What follows belongs to an exercise in optimizing a design on an open flow for small area, a short achievable clock period and few clock cycles per item; a production flow would make more cautious choices. Where RTL was checked, it was by simulation tests only, not by an equivalence proof against the original. For run 2, only the layout was checked, not whether the RTL still works. Power is estimated from default activity; no workload was simulated.

==> design.v <==
package lwd_pkg;
    localparam int TIME_W = 32;
    localparam logic [TIME_W-1:0] TMO0_RST     = 32'd6000;
    localparam logic [TIME_W-1:0] TMO1_RST     = 32'd6000;
    localparam logic [TIME_W-1:0] TMO2_RST     = 32'd10000;
    localparam logic [TIME_W-1:0] COOLDOWN_RST = 32'd900000;
endpackage
module lwd_late_a
(
    input  logic [31:0] now_n,    
    input  logic [31:0] t,
    input  logic [31:0] lim,
    output logic [6:0]  part      
);
    function automatic logic [1:0] gp16(input logic [15:0] g, input logic [15:0] p);
        logic [15:0] gg;
        logic [15:0] pp;
        gg = g;
        pp = p;
        for (int w = 8; w >= 1; w = w / 2)
        begin
            for (int i = 0; i < w; i++)
            begin
                gg[i] = gg[2*i+1] | (pp[2*i+1] & gg[2*i]);
                pp[i] = pp[2*i+1] & pp[2*i];
            end
        end
        gp16 = {gg[0], pp[0]};
    endfunction
    logic [31:0] s;
    logic [31:0] c;
    logic [31:0] b;
    logic [31:0] kg, kp, wg, wp;
    logic [1:0]  k0, k1, w0, w1;
    assign s  = lim ^ t ^ now_n;
    assign c  = (lim & t) | (lim & now_n) | (t & now_n);
    assign b  = {c[30:0], 1'b1};
    assign kg = s & b;                    
    assign kp = s | b;
    assign wg = t & now_n;                
    assign wp = t | now_n;
    assign k0 = gp16(kg[15:0], kp[15:0]);
    assign k1 = gp16(kg[31:16], kp[31:16]);
    assign w0 = gp16(wg[15:0], wp[15:0]);
    assign w1 = gp16(wg[31:16], wp[31:16]);
    assign part = {c[31], k1, k0[1], w1, w0[1]};
endmodule
module lwd_late_b
(
    input  logic [6:0] part,
    output logic       late
);
    logic k;
    logic wrap;
    assign k    = part[5] | (part[4] & part[3]);
    assign wrap = part[2] | (part[1] & part[0]);
    assign late = wrap ? !(part[6] & k) : !(part[6] | k);
endmodule
import lwd_pkg::*;
module multi_module_liveness_watchdog_core
(
    input  logic        clk,
    input  logic        rst_n,
    input  logic        item_valid,
    output logic        item_stall,
    input  logic        command,
    input  logic [1:0]  module_req,
    input  logic [31:0] now_ms,
    output logic        result_valid,
    input  logic        result_stall,
    output logic        reboot,
    output logic [1:0]  reboot_module,
    output logic [2:0]  error_mask,
    output logic [1:0]  remembered_failure,
    input  logic        cfg_valid,
    output logic        cfg_ready,
    input  logic [1:0]  cfg_index,
    input  logic [31:0] cfg_data
);
    logic [31:0] tmo0_reg, tmo1_reg, tmo2_reg, cdn_reg;
    logic [31:0] kick0_reg, kick1_reg, kick2_reg;
    logic [31:0] start_reg;
    logic        deg_reg;         
    logic [1:0]  fail_reg;
    logic        iv_reg;
    logic        icmd_reg;
    logic [1:0]  imr_reg;
    logic [31:0] inown_reg;       
    logic        v2_reg;
    logic        pk_reg;
    logic        cmd2_reg;
    logic [1:0]  mr2_reg;
    logic [31:0] now2n_reg;       
    logic [6:0]  p0_reg, p1_reg, p2_reg, pc_reg;
    logic [3:0]  qv_reg;
    logic [7:0]  q0_reg;
    logic [3:0]  q1_reg, q2_reg, q3_reg;
    logic        stall_reg;
    logic        accept;
    logic        commit;
    logic        repl;
    logic        adv;
    logic        cap_keep;
    logic [6:0]  p0, p1, p2, pc;
    logic [2:0]  late2_reg;
    logic        cool2_reg;
    logic [2:0]  rbv;
    logic        dc;
    logic        late_f;
    logic        fvalid;
    logic        rb;
    logic [1:0]  rbmod;
    logic        deg_n;
    logic [1:0]  fail_n;
    logic        deg_eff;
    logic [2:0]  mask_n;
    logic [7:0]  res_n;
    logic [3:0]  resc_n;
    logic [7:0]  q1_dec;
    logic        kw0, kw1, kw2, rbw;
    logic        iv_n, v2_n, pk_n;
    logic        shift;
    logic [3:0]  qv_n;
    logic        full_n;
    assign cfg_ready  = 1'b1;
    assign item_stall = stall_reg;
    assign accept     = item_valid && !stall_reg;
    lwd_late_a u_a0 (.now_n(inown_reg), .t(kick0_reg), .lim(tmo0_reg), .part(p0));
    lwd_late_a u_a1 (.now_n(inown_reg), .t(kick1_reg), .lim(tmo1_reg), .part(p1));
    lwd_late_a u_a2 (.now_n(inown_reg), .t(kick2_reg), .lim(tmo2_reg), .part(p2));
    lwd_late_a u_ac (.now_n(inown_reg), .t(start_reg), .lim(cdn_reg),  .part(pc));
    lwd_late_b u_b0 (.part(p0_reg), .late(late2_reg[0]));
    lwd_late_b u_b1 (.part(p1_reg), .late(late2_reg[1]));
    lwd_late_b u_b2 (.part(p2_reg), .late(late2_reg[2]));
    lwd_late_b u_bc (.part(pc_reg), .late(cool2_reg));
    assign dc     = deg_reg && cool2_reg;
    assign rbv[0] = late2_reg[0] && (fail_reg != 2'd0 || dc);
    assign rbv[1] = late2_reg[1] && (fail_reg != 2'd1 || dc);
    assign rbv[2] = late2_reg[2] && (fail_reg != 2'd2 || dc);
    assign fvalid = (fail_reg != 2'd3);
    assign late_f = late2_reg[fail_reg];
    always_comb
    begin
        rb    = cmd2_reg && (rbv != 3'b000);
        rbmod = !cmd2_reg ? 2'd0 : rbv[0] ? 2'd0 : rbv[1] ? 2'd1 : rbv[2] ? 2'd2 : 2'd0;
        if (!cmd2_reg)
        begin
            fail_n = fail_reg;
            deg_n  = deg_reg;
        end
        else if (rbv != 3'b000)
        begin
            fail_n = rbmod;
            deg_n  = 1'b0;
        end
        else
        begin
            fail_n = (fvalid && !late_f) ? 2'd3 : fail_reg;
            deg_n  = fvalid && late_f;
        end
        mask_n = deg_n ? ((fail_n == 2'd0) ? 3'b001 : (fail_n == 2'd1) ? 3'b010 : 3'b100) : 3'b000;
        res_n  = {rb, rbmod, mask_n, fail_n};
        resc_n = {rb, deg_n, fail_n};
    end
    assign q1_dec = {q1_reg[3], q1_reg[3] ? q1_reg[1:0] : 2'd0,
                     !q1_reg[2] ? 3'b000 : (q1_reg[1:0] == 2'd0) ? 3'b001 : (q1_reg[1:0] == 2'd1) ? 3'b010 : 3'b100,
                     q1_reg[1:0]};
    assign commit   = v2_reg;
    assign repl     = commit && rb && iv_reg && icmd_reg;
    assign adv      = iv_reg && !repl;
    assign cap_keep = iv_reg && !adv;
    assign deg_eff  = commit ? deg_n : deg_reg;
    assign iv_n = pk_reg || cap_keep || (accept && !repl);
    assign v2_n = adv;
    assign pk_n = repl && accept;
    assign shift = qv_reg[0] && !result_stall;
    assign qv_n  = shift ? ({1'b0, qv_reg[3:1]} | ({4{commit}} & qv_reg & ~{1'b0, qv_reg[3:1]}))
                         : (qv_reg | ({4{commit}} & ~qv_reg & {qv_reg[2:0], 1'b1}));
    assign full_n = qv_n[3] || (qv_n[2] && (iv_reg || pk_reg || accept))
                  || (qv_n[1] && iv_reg && (pk_reg || accept));
    assign rbw = commit && rb;
    assign kw0 = iv_reg && !icmd_reg && imr_reg == 2'd0;
    assign kw1 = iv_reg && !icmd_reg && imr_reg == 2'd1;
    assign kw2 = iv_reg && !icmd_reg && imr_reg == 2'd2;
    always_ff @(posedge clk or negedge rst_n)
    begin
        if (!rst_n)
        begin
            tmo0_reg  <= TMO0_RST;
            tmo1_reg  <= TMO1_RST;
            tmo2_reg  <= TMO2_RST;
            cdn_reg   <= COOLDOWN_RST;
            kick0_reg <= '0;
            kick1_reg <= '0;
            kick2_reg <= '0;
            deg_reg   <= 1'b0;
            fail_reg  <= 2'd3;
            iv_reg    <= 1'b0;
            v2_reg    <= 1'b0;
            pk_reg    <= 1'b0;
            qv_reg    <= 4'b0000;
            stall_reg <= 1'b0;
        end
        else
        begin
            if (cfg_valid)
            begin
                case (cfg_index)
                    2'd0: tmo0_reg <= cfg_data;
                    2'd1: tmo1_reg <= cfg_data;
                    2'd2: tmo2_reg <= cfg_data;
                    default: cdn_reg <= cfg_data;
                endcase
            end
            if (kw0)
                kick0_reg <= ~inown_reg;
            else if (rbw)
                kick0_reg <= ~now2n_reg;
            if (kw1)
                kick1_reg <= ~inown_reg;
            else if (rbw)
                kick1_reg <= ~now2n_reg;
            if (kw2)
                kick2_reg <= ~inown_reg;
            else if (rbw)
                kick2_reg <= ~now2n_reg;
            if (commit)
            begin
                deg_reg  <= deg_n;
                fail_reg <= fail_n;
            end
            iv_reg    <= iv_n;
            v2_reg    <= v2_n;
            pk_reg    <= pk_n;
            qv_reg    <= qv_n;
            stall_reg <= pk_n || full_n;
        end
    end
    always_ff @(posedge clk)
    begin
        if (adv && !deg_eff)
        begin
            start_reg <= ~inown_reg;
        end
        if (!cap_keep)
        begin
            if (pk_reg)
            begin
                icmd_reg <= cmd2_reg;
                imr_reg  <= mr2_reg;
                inown_reg <= now2n_reg;
            end
            else
            begin
                icmd_reg <= command;
                imr_reg  <= module_req;
                inown_reg <= ~now_ms;
            end
        end
        if (repl)
        begin
            cmd2_reg <= command;
            mr2_reg  <= module_req;
            now2n_reg <= ~now_ms;
        end
        else
        begin
            cmd2_reg  <= icmd_reg;
            mr2_reg   <= imr_reg;
            now2n_reg <= inown_reg;
        end
        p0_reg <= p0;
        p1_reg <= p1;
        p2_reg <= p2;
        pc_reg <= pc;
        if (shift)
        begin
            q0_reg <= qv_reg[1] ? q1_dec : res_n;
            q1_reg <= qv_reg[2] ? q2_reg : resc_n;
            q2_reg <= qv_reg[3] ? q3_reg : resc_n;
            q3_reg <= resc_n;
        end
        else
        begin
            if (!qv_reg[0]) q0_reg <= res_n;
            if (!qv_reg[1]) q1_reg <= resc_n;
            if (!qv_reg[2]) q2_reg <= resc_n;
            if (!qv_reg[3]) q3_reg <= resc_n;
        end
    end
    assign result_valid       = qv_reg[0];
    assign {reboot, reboot_module, error_mask, remembered_failure} = q0_reg;
endmodule
==> flow/run.sh <==
#!/bin/bash
# The standard layout (the standard.sh), with clock tree synthesis options
# of our own (no dummy loads for balancing, larger sink clusters) and the
# smallest buffer on each port; repair resizes port buffers where timing needs.
export CTS_ARGS="-sink_clustering_enable -repair_clock_nets -sink_clustering_size 40 -sink_clustering_max_diameter 80 -dont_use_dummy_load -num_static_layers 0 -distance_between_buffers 400 -branching_point_buffers_distance 400"
export BUFFER_PORTS_ARGS="-buffer_cell sky130_fd_sc_hd__buf_1"
bash standard.sh > standard.log 2>&1
==> standard.sh <==
#!/bin/bash
# synth_recipe.tcl (not shown) runs the flow's synth.tcl, then flattens the netlist and writes it again
# the make line also repeats each setting of config.mk as NAME=value (left out here)
make -C /OpenROAD-flow-scripts/flow DESIGN_CONFIG=/design/flow/config.mk WORK_HOME=/design/flow/orfs CLKGATE_MAP_FILE= SYNTH_SCRIPT=/design/flow/synth_recipe.tcl "${@:-finish}"
==> config.mk <==
export PLATFORM = sky130hd
export DESIGN_NAME = multi_module_liveness_watchdog_core
export DESIGN_NICKNAME = multi_module_liveness_watchdog_core
export VERILOG_FILES = /design/flow/design.v
export SDC_FILE = /design/flow/constraint.sdc
export NUM_CORES = 4
export LEC_CHECK = 0
export ABC_AREA = 1
export CAP_MARGIN = 20
export CORE_MARGIN = 2
export CORE_UTILIZATION = 40
export CTS_CLUSTER_DIAMETER = 60
export CTS_CLUSTER_SIZE = 30
export SETUP_SLACK_MARGIN = 4.5
export SLEW_MARGIN = 20
export TNS_END_PERCENT = 100
==> constraint.sdc <==
create_clock -name core_clock -period 7.0 [get_ports {clk}]
set_input_delay 1.4000 -clock core_clock [delete_from_list [all_inputs] [get_ports {clk}]]
set_output_delay 1.4000 -clock core_clock [all_outputs]
set_load 0.01 [all_outputs]
==> reports/results.ini, run 1 <==
[setup_path]
cp-end-kind=primary output
cp_cell_sequence=clkbuf_2
critical-path-max-stage-delay_ps=390
crit_required_ps=5600
path_class=flip-flop to primary output
critPathTopFamily=flip-flops
crit_buf_inv=1
crit_slowest_cell=edfxtp_1
cp-start-kind=flip-flop
crit_arrival_ps=1110
path_max_fanout=1

[place]
dpl-instance-area_um2=22700
pre_cts_ws_ps=3480
port-buffer-count=83
place_congestion=0.894
dp_hpwl_mm=42.7

[grt]
grt_antenna_before_repair=2
grt_max_degree=136
grt_pass1_wl_mm=98.3
grt_overflow=0
grt_pass1_vias=17728
grt_usage_pct=22.1

[synth]
async_reset_ff_share_pct=61.0
synth.avg_cell_area_um2=8.34
synth_seq_cells=385
yosysTopAreaCell=dfrtp_1
synth_area_leaders=dfrtp_1 23%, fa_1 12%, nand2_1 11%, edfxtp_1 11%, o21ai_0 8.9%
yosysSeqAreaShare_pct=44.6
netlist_instances=2613
synth_edf_count=79
synth.cell_area_um2=21800
synth-warning-count=2
synth_top_cell_area_share_pct=23.3
synthTopCellsByCount=651 x nand2_1, 387 x o21ai_0, 377 x inv_1
ys.flop_type=dfrtp_1
yosysMostFrequentCell=nand2_1
ys_types=49
synth_nets=2815

[clock_tree]
cts_root_buf=clkbuf_16
cts_tree=built
cts.sinks=385
h-tree-depth=1
numCtsBuffers=27
path_clk_slew_ps=90
clockBufferDepth=3
clk-insertion-delay-late_ps=600

[timing]
worst_slack_ps=4490
slew_violations=0
setup_viol=0
tightest_slew_ps=945
rsz0062_at_grt=true
max-slew-margin-rel_pct=37.0
period_minus_slack_ps=2510
max_freq_mhz=398
hold_violations=0
setup_tns_ps=0
min_period_over_period_pct=35.9
clock_skew_ps=60.8

[route]
drtPass1Iterations=6
drc=0
via_per_inst=5.29
detail-route-antenna-nets=0
vias=17956
wirelength_mm=61.6
post_drt_wl_per_cell_um=18.2
drtIter0Drc=1359

[worst_hold_path]
hold_path.class=flip-flop to flip-flop

[pwr]
p_int_uw=5080
p_per_area_nw_per_um2=366
sw_frac_of_total_pct=42.3
power_frac_seq_pct=39.1
power.share.combinational_pct=44.4
switchingPower_uw=3730
power_frac_clock_pct=16.5
leakagePower_uw=0.0110
ir_drop_mv=0.195

[floorplan]
start_util_pct=40.5
core_area_um2=53800
die_y_um=237
die_w_um=237
fp-row-count=85
die_area_um2=56400
io_pins=85

[cells_and_area]
drive_gt1_share_pct=7.23
area_growth_pct=10.4
diodes=0
seq_area_um2=9720
multi_input_area_um2=10300
layout.nets=2902
final_area_um2=24100
nFillCells=5377

[outcome]
status=finished clean

[flow_run]
drv_cap=0

path summary, 6_finish.rpt:
check / start / to / slack, ps / depth (start not counted)
max in group asynchronous: rst_n / kick2_reg[1] / 4790 / 3
min reg2reg: tmo1_reg[18] / tmo1_reg[18] / 480 / 2
max reg2reg: inown_reg[16] / p2_reg[5] / 4590 / 9
min in group asynchronous: rst_n / tmo0_reg[25] / 850 / 2
max: q0_reg[6] / reboot_module[1] / 4490 / 1
min: tmo1_reg[18] / tmo1_reg[18] / 480 / 2
metal layers:
layer  wire length [um]  vias up  GRT usage, %
li1                   -     8679             -
met3               3130       89          2.71
met5                 13        -             0
met1              27500     8695          30.2
met4               1710        2          6.10
met2              29300      491          37.3
per-stage QoR:
stage               power, uW  hold slack (ps)  util, %  std cells
floorplan                6070              453        -       2613
global placement         7070              466     42.1       3301
finish                   8810              484     44.7       3394
detailed placement       7190              475     42.1       3301
CTS                      8780              491     43.9       3352
global route             9580              511     44.7       3394
power by group through the flow:
stage          registers (uW)  clock network (uW)  logic, uW
3_3_place_gp             3500                   0       3570
4_1_cts                  3470                1500       3810
5_1_grt                  3540                1570       4470
3_5_place_dp             3520                   0       3670
6_report                 3440                1460       3910
2_1_floorplan            3370                   0       2700
kinds of logic (layout without fill, tap and decap cells):
kind of cell               count (synthesis)  after routing  synth area share, %
other                                      1              1               0.0172
AOI/OAI and AO/OA                        651            651                 16.4
buffers and inverters                    490            571                 8.90
DFF                                      385            385                 44.6
and+or+nand+nor                          954            958                 18.2
adders and majority gates                132            132                 11.9
layout by cell type (no fill, tap or decap), drive strengths merged, types with 4 or more instances in the layout:
master	count
clkbuf	34
a32oi	4
clkinv	5
nor3b	5
o21a	8
nand3b	10
clkinvlp	4
or2	15
o22ai	55
o221ai	7
o211ai	21
nor3	31
maj3	4
edfxtp	79
nand3	131
inv	375
nor2	90
dfrtp	203
nand2	657
fa	128
dfxtp	71
a211oi	8
dfstp	32
buf	153
a221oi	11
o21ai	445
a22oi	7
nand4	15
a21oi	72
cell type report:
type | count | share of cell area [%]
repair buffers | 160 | 4.36
multi-input cells | 1742 | 42.8
flip-flops and latches | 385 | 40.4
clock buffers | 27 | 2.81
inverters | 384 | 6.07
well taps | 696 | 3.62
timing repair:
item | CTS | global route
setup buffers | 21 | 41
pin swaps | 3 | 1
resized for setup | 22 | 21
hold buffers | 0 | 0
gates cloned | 3 | 1
endpoints found under the setup margin | 149 | 146
Testbench counts, summed over its fixed seeds: cycles 12,035, items 12,000.
==> inputs of run 2 (changes only) <==
--- a/design.v
+++ b/design.v
@@ -88,7 +88,6 @@
     logic [31:0] inown_reg;       
     logic        v2_reg;
-    logic        pk_reg;
+    logic        rf_reg;          
     logic        cmd2_reg;
-    logic [1:0]  mr2_reg;
     logic [31:0] now2n_reg;       
     logic [6:0]  p0_reg, p1_reg, p2_reg, pc_reg;
@@ -101,5 +100,5 @@
     logic        repl;
     logic        adv;
-    logic        cap_keep;
+    logic [31:0] now1n;           
     logic [6:0]  p0, p1, p2, pc;
     logic [2:0]  late2_reg;
@@ -119,5 +118,6 @@
     logic [7:0]  q1_dec;
     logic        kw0, kw1, kw2, rbw;
-    logic        iv_n, v2_n, pk_n;
+    logic        iv_n, v2_n;
+    logic        fa, fb;
     logic        shift;
     logic [3:0]  qv_n;
@@ -126,8 +126,9 @@
     assign item_stall = stall_reg;
     assign accept     = item_valid && !stall_reg;
-    lwd_late_a u_a0 (.now_n(inown_reg), .t(kick0_reg), .lim(tmo0_reg), .part(p0));
-    lwd_late_a u_a1 (.now_n(inown_reg), .t(kick1_reg), .lim(tmo1_reg), .part(p1));
-    lwd_late_a u_a2 (.now_n(inown_reg), .t(kick2_reg), .lim(tmo2_reg), .part(p2));
-    lwd_late_a u_ac (.now_n(inown_reg), .t(start_reg), .lim(cdn_reg),  .part(pc));
+    assign now1n = rf_reg ? now2n_reg : inown_reg;
+    lwd_late_a u_a0 (.now_n(now1n), .t(kick0_reg), .lim(tmo0_reg), .part(p0));
+    lwd_late_a u_a1 (.now_n(now1n), .t(kick1_reg), .lim(tmo1_reg), .part(p1));
+    lwd_late_a u_a2 (.now_n(now1n), .t(kick2_reg), .lim(tmo2_reg), .part(p2));
+    lwd_late_a u_ac (.now_n(now1n), .t(start_reg), .lim(cdn_reg),  .part(pc));
     lwd_late_b u_b0 (.part(p0_reg), .late(late2_reg[0]));
     lwd_late_b u_b1 (.part(p1_reg), .late(late2_reg[1]));
@@ -166,21 +167,20 @@
                      !q1_reg[2] ? 3'b000 : (q1_reg[1:0] == 2'd0) ? 3'b001 : (q1_reg[1:0] == 2'd1) ? 3'b010 : 3'b100,
                      q1_reg[1:0]};
-    assign commit   = v2_reg;
+    assign commit   = v2_reg && !rf_reg;
     assign repl     = commit && rb && iv_reg && icmd_reg;
-    assign adv      = iv_reg && !repl;
-    assign cap_keep = iv_reg && !adv;
+    assign adv      = iv_reg && !rf_reg;
     assign deg_eff  = commit ? deg_n : deg_reg;
-    assign iv_n = pk_reg || cap_keep || (accept && !repl);
-    assign v2_n = adv;
-    assign pk_n = repl && accept;
+    assign iv_n = (rf_reg && iv_reg) || accept;
+    assign v2_n = rf_reg ? v2_reg : iv_reg;
     assign shift = qv_reg[0] && !result_stall;
     assign qv_n  = shift ? ({1'b0, qv_reg[3:1]} | ({4{commit}} & qv_reg & ~{1'b0, qv_reg[3:1]}))
                          : (qv_reg | ({4{commit}} & ~qv_reg & {qv_reg[2:0], 1'b1}));
-    assign full_n = qv_n[3] || (qv_n[2] && (iv_reg || pk_reg || accept))
-                  || (qv_n[1] && iv_reg && (pk_reg || accept));
+    assign fa     = rf_reg || iv_reg;
+    assign fb     = rf_reg ? (iv_reg || accept) : accept;
+    assign full_n = qv_n[3] || (qv_n[2] && (fa || fb)) || (qv_n[1] && fa && fb);
     assign rbw = commit && rb;
-    assign kw0 = iv_reg && !icmd_reg && imr_reg == 2'd0;
-    assign kw1 = iv_reg && !icmd_reg && imr_reg == 2'd1;
-    assign kw2 = iv_reg && !icmd_reg && imr_reg == 2'd2;
+    assign kw0 = adv && !icmd_reg && imr_reg == 2'd0;
+    assign kw1 = adv && !icmd_reg && imr_reg == 2'd1;
+    assign kw2 = adv && !icmd_reg && imr_reg == 2'd2;
     always_ff @(posedge clk or negedge rst_n)
     begin
@@ -198,5 +198,5 @@
             iv_reg    <= 1'b0;
             v2_reg    <= 1'b0;
-            pk_reg    <= 1'b0;
+            rf_reg    <= 1'b0;
             qv_reg    <= 4'b0000;
             stall_reg <= 1'b0;
@@ -232,7 +232,7 @@
             iv_reg    <= iv_n;
             v2_reg    <= v2_n;
-            pk_reg    <= pk_n;
+            rf_reg    <= repl;
             qv_reg    <= qv_n;
-            stall_reg <= pk_n || full_n;
+            stall_reg <= (repl && accept) || full_n;
         end
     end
@@ -243,29 +243,13 @@
             start_reg <= ~inown_reg;
         end
-        if (!cap_keep)
-        begin
-            if (pk_reg)
-            begin
-                icmd_reg <= cmd2_reg;
-                imr_reg  <= mr2_reg;
-                inown_reg <= now2n_reg;
-            end
-            else
-            begin
-                icmd_reg <= command;
-                imr_reg  <= module_req;
-                inown_reg <= ~now_ms;
-            end
-        end
-        if (repl)
-        begin
-            cmd2_reg <= command;
-            mr2_reg  <= module_req;
-            now2n_reg <= ~now_ms;
-        end
-        else
+        if (!stall_reg)
+        begin
+            icmd_reg  <= command;
+            imr_reg   <= module_req;
+            inown_reg <= ~now_ms;
+        end
+        if (!rf_reg)
         begin
             cmd2_reg  <= icmd_reg;
-            mr2_reg   <= imr_reg;
             now2n_reg <= inown_reg;
         end
==> run.sh (new file) <==
#!/bin/bash
# synth_recipe.tcl (not shown) runs the flow's synth.tcl, then flattens the netlist and writes it again
# the make line also repeats each setting of config.mk as NAME=value (left out here)
make -C /OpenROAD-flow-scripts/flow DESIGN_CONFIG=/design/flow/config.mk WORK_HOME=/design/flow/orfs CLKGATE_MAP_FILE= SYNTH_SCRIPT=/design/flow/synth_recipe.tcl finish
removed: flow/run.sh
removed: standard.sh
==> reports/results.ini, run 2 <==
[pwr]
leakagePower_uw=0.0123  ; was 0.0110 uW
ir_drop_mv=0.203  ; was 0.195 mV
power_frac_clock_pct=17.5  ; was 16.5%
sw_frac_of_total_pct=46.1  ; was 42.3%
power_uw=12000  ; was 8810 uW
power_frac_seq_pct=30.6  ; was 39.1%
p_per_area_nw_per_um2=453  ; was 366 nW/um^2
power.share.combinational_pct=51.8  ; was 44.4%
switchingPower_uw=5530  ; was 3730 uW
p_int_uw=6470  ; was 5080 uW

[cells_and_area]
layout.nets=3022  ; was 2902
postLayoutCoreUtil_pct=49.0  ; was 44.7%
multi_input_area_um2=10900  ; was 10300 um^2
nFillCells=5180  ; was 5377
seq_area_um2=9690  ; was 9720 um^2
diodes=0  ; unchanged
drive_gt1_share_pct=14.6  ; was 7.23%
final_common_cell=nand2_1  ; unchanged
layout_common_cells=661 x nand2_1, 414 x inv_1, 359 x o21ai_0  ; was 649 x nand2_1, 384 x o21ai_0, 373 x inv_1
area_growth_pct=20.8  ; was 10.4%

[floorplan]
core_area_um2=54000  ; was 53800 um^2
start_util_pct=40.5  ; about the same
die_area_um2=56700  ; was 56400 um^2
fp-row-count=85  ; unchanged
io_pins=85  ; unchanged
die_y_um=238  ; was 237 um
die_w_um=238  ; was 237 um

[grt]
grt_usage_pct=23.2  ; was 22.1%
grt_max_degree=119  ; was 136
grt_antenna_before_repair=0  ; was 2
grt_pass1_vias=18207  ; was 17728
grt_overflow=0  ; unchanged
grt_pass1_wl_mm=102  ; was 98.3 mm

[route]
via_per_inst=5.27  ; was 5.29
wirelength_mm=67.9  ; was 61.6 mm
drc=0  ; unchanged
post_drt_wl_per_cell_um=19.2  ; was 18.2 um
routed-wl-met3_mm=4.08  ; was 3.13 mm
top_layer=met4  ; was met5
drtIter0Drc=1712  ; was 1359
vias=18678  ; was 17956
drtPass1Iterations=5  ; was 6
wl_met1_mm=29.2  ; was 27.5 mm
wl_met2_mm=32.5  ; was 29.3 mm
detail-route-antenna-nets=0  ; unchanged

[timing]
hold_slack_ps=486  ; was 484 ps
rsz0062_at_grt=true  ; unchanged
tightest_slew_ps=967  ; was 945 ps
max_freq_mhz=370  ; was 398 MHz
max-slew-margin-rel_pct=35.5  ; was 37.0%
min_period_over_period_pct=38.6  ; was 35.9%
slew_violations=0  ; unchanged
clock_skew_ps=32.7  ; was 60.8 ps
period_minus_slack_ps=2700  ; was 2510 ps
setup_tns_ps=0  ; unchanged
hold_violations=0  ; unchanged
setup_viol=0  ; unchanged
worst_slack_ps=4300  ; was 4490 ps

[synth]
synth_seq_cells=383  ; was 385
synth.avg_cell_area_um2=8.26  ; was 8.34 um^2
synth.cell_area_um2=21900  ; was 21800 um^2
synth_area_leaders=dfrtp_1 23%, fa_1 12%, nand2_1 12%, edfxtp_1 11%, o21ai_0 8.6%  ; was dfrtp_1 23%, fa_1 12%, nand2_1 11%, edfxtp_1 11%, o21ai_0 8.9%
yosysTopAreaCell=dfrtp_1  ; unchanged
synthTopCellsByCount=680 x nand2_1, 436 x inv_1, 378 x o21ai_0  ; was 651 x nand2_1, 387 x o21ai_0, 377 x inv_1
ys.flop_type=dfrtp_1  ; unchanged
synth-warning-count=2  ; unchanged
async_reset_ff_share_pct=61.4  ; was 61.0%
synth_top_cell_area_share_pct=23.2  ; was 23.3%
ys_types=53  ; was 49
yosysSeqAreaShare_pct=44.2  ; was 44.6%
yosysMostFrequentCell=nand2_1  ; unchanged
synth_nets=2854  ; was 2815
synth_edf_count=80  ; was 79
netlist_instances=2652  ; was 2613

[setup_path]
cp-end-kind=flip-flop  ; was primary output
crit_arrival_ps=3180  ; was 1110 ps
rr_startpoint=rf_reg  ; was inown_reg[16]
path_max_fanout=5  ; was 1
cp-start-kind=flip-flop  ; unchanged
r2r_slack_ps=4300  ; was 4590 ps
crit_required_ps=7480  ; was 5600 ps
r2r_end=pc_reg[3]  ; was p2_reg[5]
ff2ff_path_depth=13  ; was 9
path_class=flip-flop to flip-flop  ; was flip-flop to primary output

[clock_tree]
h-tree-depth=2  ; was 1
numCtsBuffers=37  ; was 27
cts.sinks=383  ; was 385
ctsHoldBuffers=0  ; unchanged
cts_tree=built  ; unchanged
path_clk_slew_ps=70  ; was 90 ps
clk-insertion-delay-late_ps=590  ; was 600 ps
cts_root_buf=clkbuf_16  ; unchanged
clockBufferDepth=3  ; unchanged

[worst_hold_path]
min_path_cells=2  ; unchanged
worstHoldStart=cdn_reg[26]  ; was tmo1_reg[18]
hold_path.class=flip-flop to flip-flop  ; unchanged
hold_path_end=cdn_reg[26]  ; was tmo1_reg[18]

[place]
port-buffer-count=83  ; unchanged
dp_hpwl_mm=43.4  ; was 42.7 mm
pre_cts_ws_ps=3230  ; was 3480 ps
place_congestion=0.882  ; was 0.894

[flow_run]
drv_cap=0  ; unchanged

[outcome]
status=finished clean  ; unchanged

==> run 2: worst max-delay path by stage <==
stage          depth (start not counted)   endpoint  slack (ps)         start
3_5_place_dp                           9  stall_reg        3230  result_stall
2_1_floorplan                          4  q0_reg[2]        4520  result_stall
5_1_grt                               13  pc_reg[3]        4230        rf_reg
6_report                              13  pc_reg[3]        4300        rf_reg
3_3_place_gp                           9  stall_reg        3220  result_stall
4_1_cts                               12  p0_reg[3]        4340        rf_reg
==> run 2: logic make-up (layout without fill, tap and decap cells) <==
logic type / after synthesis / count (layout) / share of synthesized area, %
adders and majority gates: 128 / 128 / 11.7
AOI/OAI and AO/OA: 599 / 600 / 15.3
and+or+nand+nor: 1018 / 1024 / 19.4
other: 1 / 1 / 0.0171
DFF: 383 / 383 / 44.2
buffers and inverters: 523 / 710 / 9.41
==> run 2: metal layers <==
| layer | track usage [%] | up-vias |
|---|---|---|
| li1 | - | 8903 |
| met1 | 31.9 | 9077 |
| met2 | 38.5 | 570 |
| met3 | 3.02 | 128 |
| met4 | 7.16 | 0 |
| met5 | 0 | - |
==> run 2: timing repair <==
action	in CTS	in global routing
gates cloned	5	9
endpoints found under the setup margin	204	171
pin swaps	30	69
buffers inserted	48	49
resized for setup	162	102
==> run 2: critical path, cell delays in order, from the launching register on <==
cell and delay [ps]:
dfrtp_2 470, buf_12 180, buf_16 150, o21ai_4 310
buf_6 150, buf_6 80, fa_1 420, or2_4 260
o21ai_2 60, o211ai_1 140, nand4_1 130, nand4_1 120
nand3_1 90, nand2_1 50
==> run 2: metrics by stage <==
stage | std cells | area [um^2]
global placement | 3366 | 23400
finish | 3542 | 26500
global route | 3542 | 26500
CTS | 3484 | 25600
detailed placement | 3366 | 23400
floorplan | 2652 | 21900
==> run 2: power by group through the flow <==
stage	sequential, uW	clock, uW	combinational, uW
floorplan	3520	0	3760
global placement	3690	0	5130
detailed placement	3710	0	5240
CTS	3670	2140	5660
global route	3780	2220	6960
finish	3680	2100	6220
==> run 2: cell type report <==
class | count | share of cell area [%]
Clock buffer | 38 | 3.51
Clock inverter | 27 | 1.09
Inverter | 443 | 6.39
Multi-Input combinational cell | 1753 | 41.1
Sequential cell | 383 | 36.6
Tap cell | 696 | 3.29
Timing Repair Buffer | 202 | 7.98

-- re-timing with driven ports --
How much do the figures lean on ideal ports? The routed layouts below were timed once more, with nothing changed but the port constraints. Step 1, drivers: a clkbuf_16 drives clk and a buf_2 each remaining input, both assumed. Step 2 times the ports against the registers' clock, not the clock port: input delays grow and output delays shrink by t, the midpoint of the rising clock arrivals with the driver on. a / b / c = ideal ports / drivers / drivers and shift; a / b = the first two.
run	t (ns)	setup WS [ns]	hold WS [ns]
run 1	0.629	4.487 / 4.428 / 4.057	0.484 / 0.484 / 0.484
run 2	0.635	4.298 / 4.298 / 3.972	0.486 / 0.486 / 0.486
After both steps every run listed still meets setup and hold. For run 1, which loses most, drivers alone change the setup slack by -0.059 ns; drivers and shift together by -0.430 ns.
